Context: an optimization exercise on an open-source flow, tuned for small area and a short achievable clock period. The choices shown serve that exercise and are no tape-out recipe.
Function was checked by simulation only, so behaviour that the tests miss may differ from the original.
Power and IR drop assume default switching activity.

Design even_pipe, start of the top module:
module even_pipe (
    input  wire logic         clk,
    input  wire logic         arst_n,
    input  wire logic         issue,
    input  wire logic [5:0]   opcode,
    input  wire logic [127:0] ra,
    input  wire logic [127:0] rb,
    input  wire logic [9:0]   imm10,
    input  wire logic [6:0]   imm7,
    input  wire logic [6:0]   rt_addr,
    output logic              wb_reg_wr_en,
    output logic [1:0]        wb_unit_id,
    output logic [6:0]        wb_rt_addr,
    output logic [127:0]      wb_rt_data
);
    logic [3:0] op;
    logic       hw, im, sr, kept;
    assign op = opcode[5:2];
    assign hw = opcode[1];
    assign im = opcode[0];
    assign sr = op[3:1] == 3'b111;
    always_comb begin
        case (op)
            4'd2, 4'd3, 4'd5, 4'd7, 4'd9, 4'd10: kept = !hw && !im;
            4'd4, 4'd6, 4'd8:                    kept = !hw || im;
            default:                             kept = 1'b1;
        endcase
    end
    logic inva, invb, cin, kg, kp, kc, cgt, cmp, ceq, cinv;
    always_comb begin
        inva = 1'b0; invb = 1'b0; cin = 1'b0; kg = 1'b0; kp = 1'b0; kc = 1'b0;
        cgt  = 1'b0; cmp = 1'b0; ceq = 1'b0; cinv = 1'b0;
        case (op)
            4'd0:  begin kp = 1'b1; kc = 1'b1; end                            
            4'd1:  begin kp = 1'b1; kc = 1'b1; inva = 1'b1; cin = 1'b1; end   
            4'd2:  begin kp = 1'b1; kc = 1'b1; cmp = 1'b1; end                
            4'd3:  begin kp = 1'b1; kc = 1'b1; inva = 1'b1; cin = 1'b1; cmp = 1'b1; end
            4'd4:  begin kg = 1'b1; end                                       
            4'd5:  begin kg = 1'b1; invb = 1'b1; end                          
  ...
Settings: LEC_CHECK=0, CAP_MARGIN=20, CORE_MARGIN=2, CORE_UTILIZATION=45, CTS_CLUSTER_DIAMETER=80, CTS_CLUSTER_SIZE=30, SETUP_SLACK_MARGIN=2.8, SLEW_MARGIN=20; clock period 5.0 ns.
standard.sh (not shown) runs the stock make flow with config.mk's settings and CLKGATE_MAP_FILE= SYNTH_SCRIPT=/design/flow/synth_recipe.tcl, a recipe that flattens the netlist after the stock synthesis.
==> flow/flow/run.sh <==
#!/bin/bash
set -euo pipefail
export BUFFER_PORTS_ARGS="-buffer_cell sky130_fd_sc_hd__buf_1"
bash standard.sh > standard.log 2>&1
The first run ran to the end with no violations.
Rerun with:
--- a/flow/config.mk
+++ b/flow/config.mk
@@ -9,3 +9,3 @@
 export CORE_MARGIN = 2
-export CORE_UTILIZATION = 45
+export CORE_UTILIZATION = 50
 export CTS_CLUSTER_DIAMETER = 80
After rerunning:
- register-to-register slack gets worse by 0.08 ns
- critical path depth falls by 2
- wire length is lower by 1.9%
- total power went down by 3.3%
- fmax shrinks by 1.6%
- die area went down by 9.9%
- setup slack is worse by 0.036 ns
- clock-buffer cell count goes down by 10
- hold slack got worse by 0.085 ns
- utilization rose by 4.9 points
Rerun with:
--- a/flow/config.mk
+++ b/flow/config.mk
@@ -7,5 +7,6 @@
 export LEC_CHECK = 0
+export ABC_AREA = 1
 export CAP_MARGIN = 20
 export CORE_MARGIN = 2
-export CORE_UTILIZATION = 50
+export CORE_UTILIZATION = 40
 export CTS_CLUSTER_DIAMETER = 80
Cell area grows by 5.5%.
Worst setup slack improves by 0.039 ns.
Hold slack improves by 0.049 ns.
Total power shrinks by 0.72%.
Fmax grows by 1.7%.
Die area grows by 26%.
Synthesized cell count grows by 26%.
Routed wire length grows by 8.0%.
Core utilization shrinks by 9.1 points.
Global-route usage shrinks by 4.2 points.
Clock-buffer cell count grows by 9.
Rerun with:
--- a/flow/config.mk
+++ b/flow/config.mk
@@ -7,6 +7,5 @@
 export LEC_CHECK = 0
-export ABC_AREA = 1
 export CAP_MARGIN = 20
 export CORE_MARGIN = 2
-export CORE_UTILIZATION = 40
+export CORE_UTILIZATION = 60
 export CTS_CLUSTER_DIAMETER = 80
- The changed run ran to the end with no violations
- core utilization is higher by 22 points
- final cell count is lower by about a fifth
- synthesized cell count is lower by about a fifth

* * *

Setup of north:
even_pipe again, from the RTL that the note above started with.
clock: 5.0 ns
lec_check: 0
cap_margin: 20
core_margin: 2
core_utilization: 70
cts_cluster_diameter: 80
cts_cluster_size: 30
setup_slack_margin: 2.8
slew_margin: 20
Scripts as last shown in full above: flow/flow/run.sh
Tool error GRT-0232 stopped north during 5_1_grt; no final results.
## Diff of input files: south against north
- changing CORE_UTILIZATION from 70 to 40
Notes after the runs:
Looking at the reports, south completed the entire flow and the layout it produced met the timing, design-rule and antenna checks.
Horizontal die dimension went up by more than a quarter going from north to south.
south -> north: post-synthesis compound-gate area fraction delta 0, exact match
The lower number of CTS-inserted buffers of south and north is in north.
Worst setup slack after placement: south vs north up 18 ps
Number of enable flip-flop cells after synthesis essentially unchanged between north and south.
Effective utilization at floorplan in south is 30 points below north.
Status: cell area after synthesis parity (north, south)
south vs. north: number of rows in the core area went up by about 33%.
From north to south, synthesized net count did not move at all.
Per the comparison of south with north, deepest level of the CTS H-tree increased 1; number of instances in the placed design increased 470.

* * *

even_pipe, a different RTL version from the one above (not shown whole).
Size in the first run: ~3900 cells after synthesis, roughly 570 flip-flops, about 430 I/O pins, about 34000 µm² of cells after synthesis.
Design even_pipe, start of the top module:
module even_pipe (
    input  wire logic         clk,
    input  wire logic         arst_n,
    input  wire logic         issue,
    input  wire logic [5:0]   opcode,
    input  wire logic [127:0] ra,
    input  wire logic [127:0] rb,
    input  wire logic [9:0]   imm10,
    input  wire logic [6:0]   imm7,
    input  wire logic [6:0]   rt_addr,
    output logic              wb_reg_wr_en,
    output logic [1:0]        wb_unit_id,
    output logic [6:0]        wb_rt_addr,
    output logic [127:0]      wb_rt_data
);
export LEC_CHECK = 0
export CAP_MARGIN = 20
export CORE_MARGIN = 2
export CORE_UTILIZATION = 40
export CTS_CLUSTER_DIAMETER = 100
export CTS_CLUSTER_SIZE = 30
export SETUP_SLACK_MARGIN = 2.8
export SLEW_MARGIN = 20
create_clock -name core_clock -period 5.0 [get_ports {clk}]
Scripts as last shown in full above: flow/flow/run.sh
The first run finished with timing, DRC and antenna clean.
Rerun with:
--- a/flow/config.mk
+++ b/flow/config.mk
@@ -6,9 +6,8 @@
 export NUM_CORES = 4
 export LEC_CHECK = 0
+export ABC_AREA = 1
 export CAP_MARGIN = 20
 export CORE_MARGIN = 2
 export CORE_UTILIZATION = 40
-export CTS_CLUSTER_DIAMETER = 100
-export CTS_CLUSTER_SIZE = 30
 export SETUP_SLACK_MARGIN = 2.8
 export SLEW_MARGIN = 20
Worst setup slack barely changes. Critical path depth fell by 1. Count of clock-buffer cells in the layout rose by 47. Worst hold slack gains 74 ps.

## re-timing with driven ports
Ports are ideal in the flow. The routed layouts listed here were re-timed in OpenROAD.
Step 1 (the two cells are an assumption about what drives the block):
set clk [get_ports {clk}]
set_driving_cell -lib_cell sky130_fd_sc_hd__clkbuf_16 $clk
set_driving_cell -lib_cell sky130_fd_sc_hd__buf_2 [delete_from_list [all_inputs] $clk]
Step 2 also shifts input and output timing later by t, the mid clock arrival at the registers, as if the neighbouring blocks saw the same clock.
Slacks: no drivers / after step 1 / after step 2; pairs: no drivers / after step 1.
run	shift t [ns]	setup WS [ns]	cell pins on the clock port's net
the first run of note 1	0.663	2.756 / 2.792 / 2.129	1
the second run of note 1	0.714	2.720 / 2.720 / 2.151	1
the third run of note 1	0.657	2.759 / 2.759 / 2.102	1
the fourth run of note 1	0.704	2.450 / 2.450 / 1.852	1
south	0.671	2.762 / 2.762 / 2.204	1
the first run of note 3	0.717	2.750 / 2.750 / 2.111	1
the second run of note 3	0.701	2.750 / 2.750 / 2.212	1
After both steps setup and hold are still met in every run listed. For the third run of note 1, which loses most, drivers alone change the setup slack by 0.000 ns; drivers and shift together by -0.657 ns.
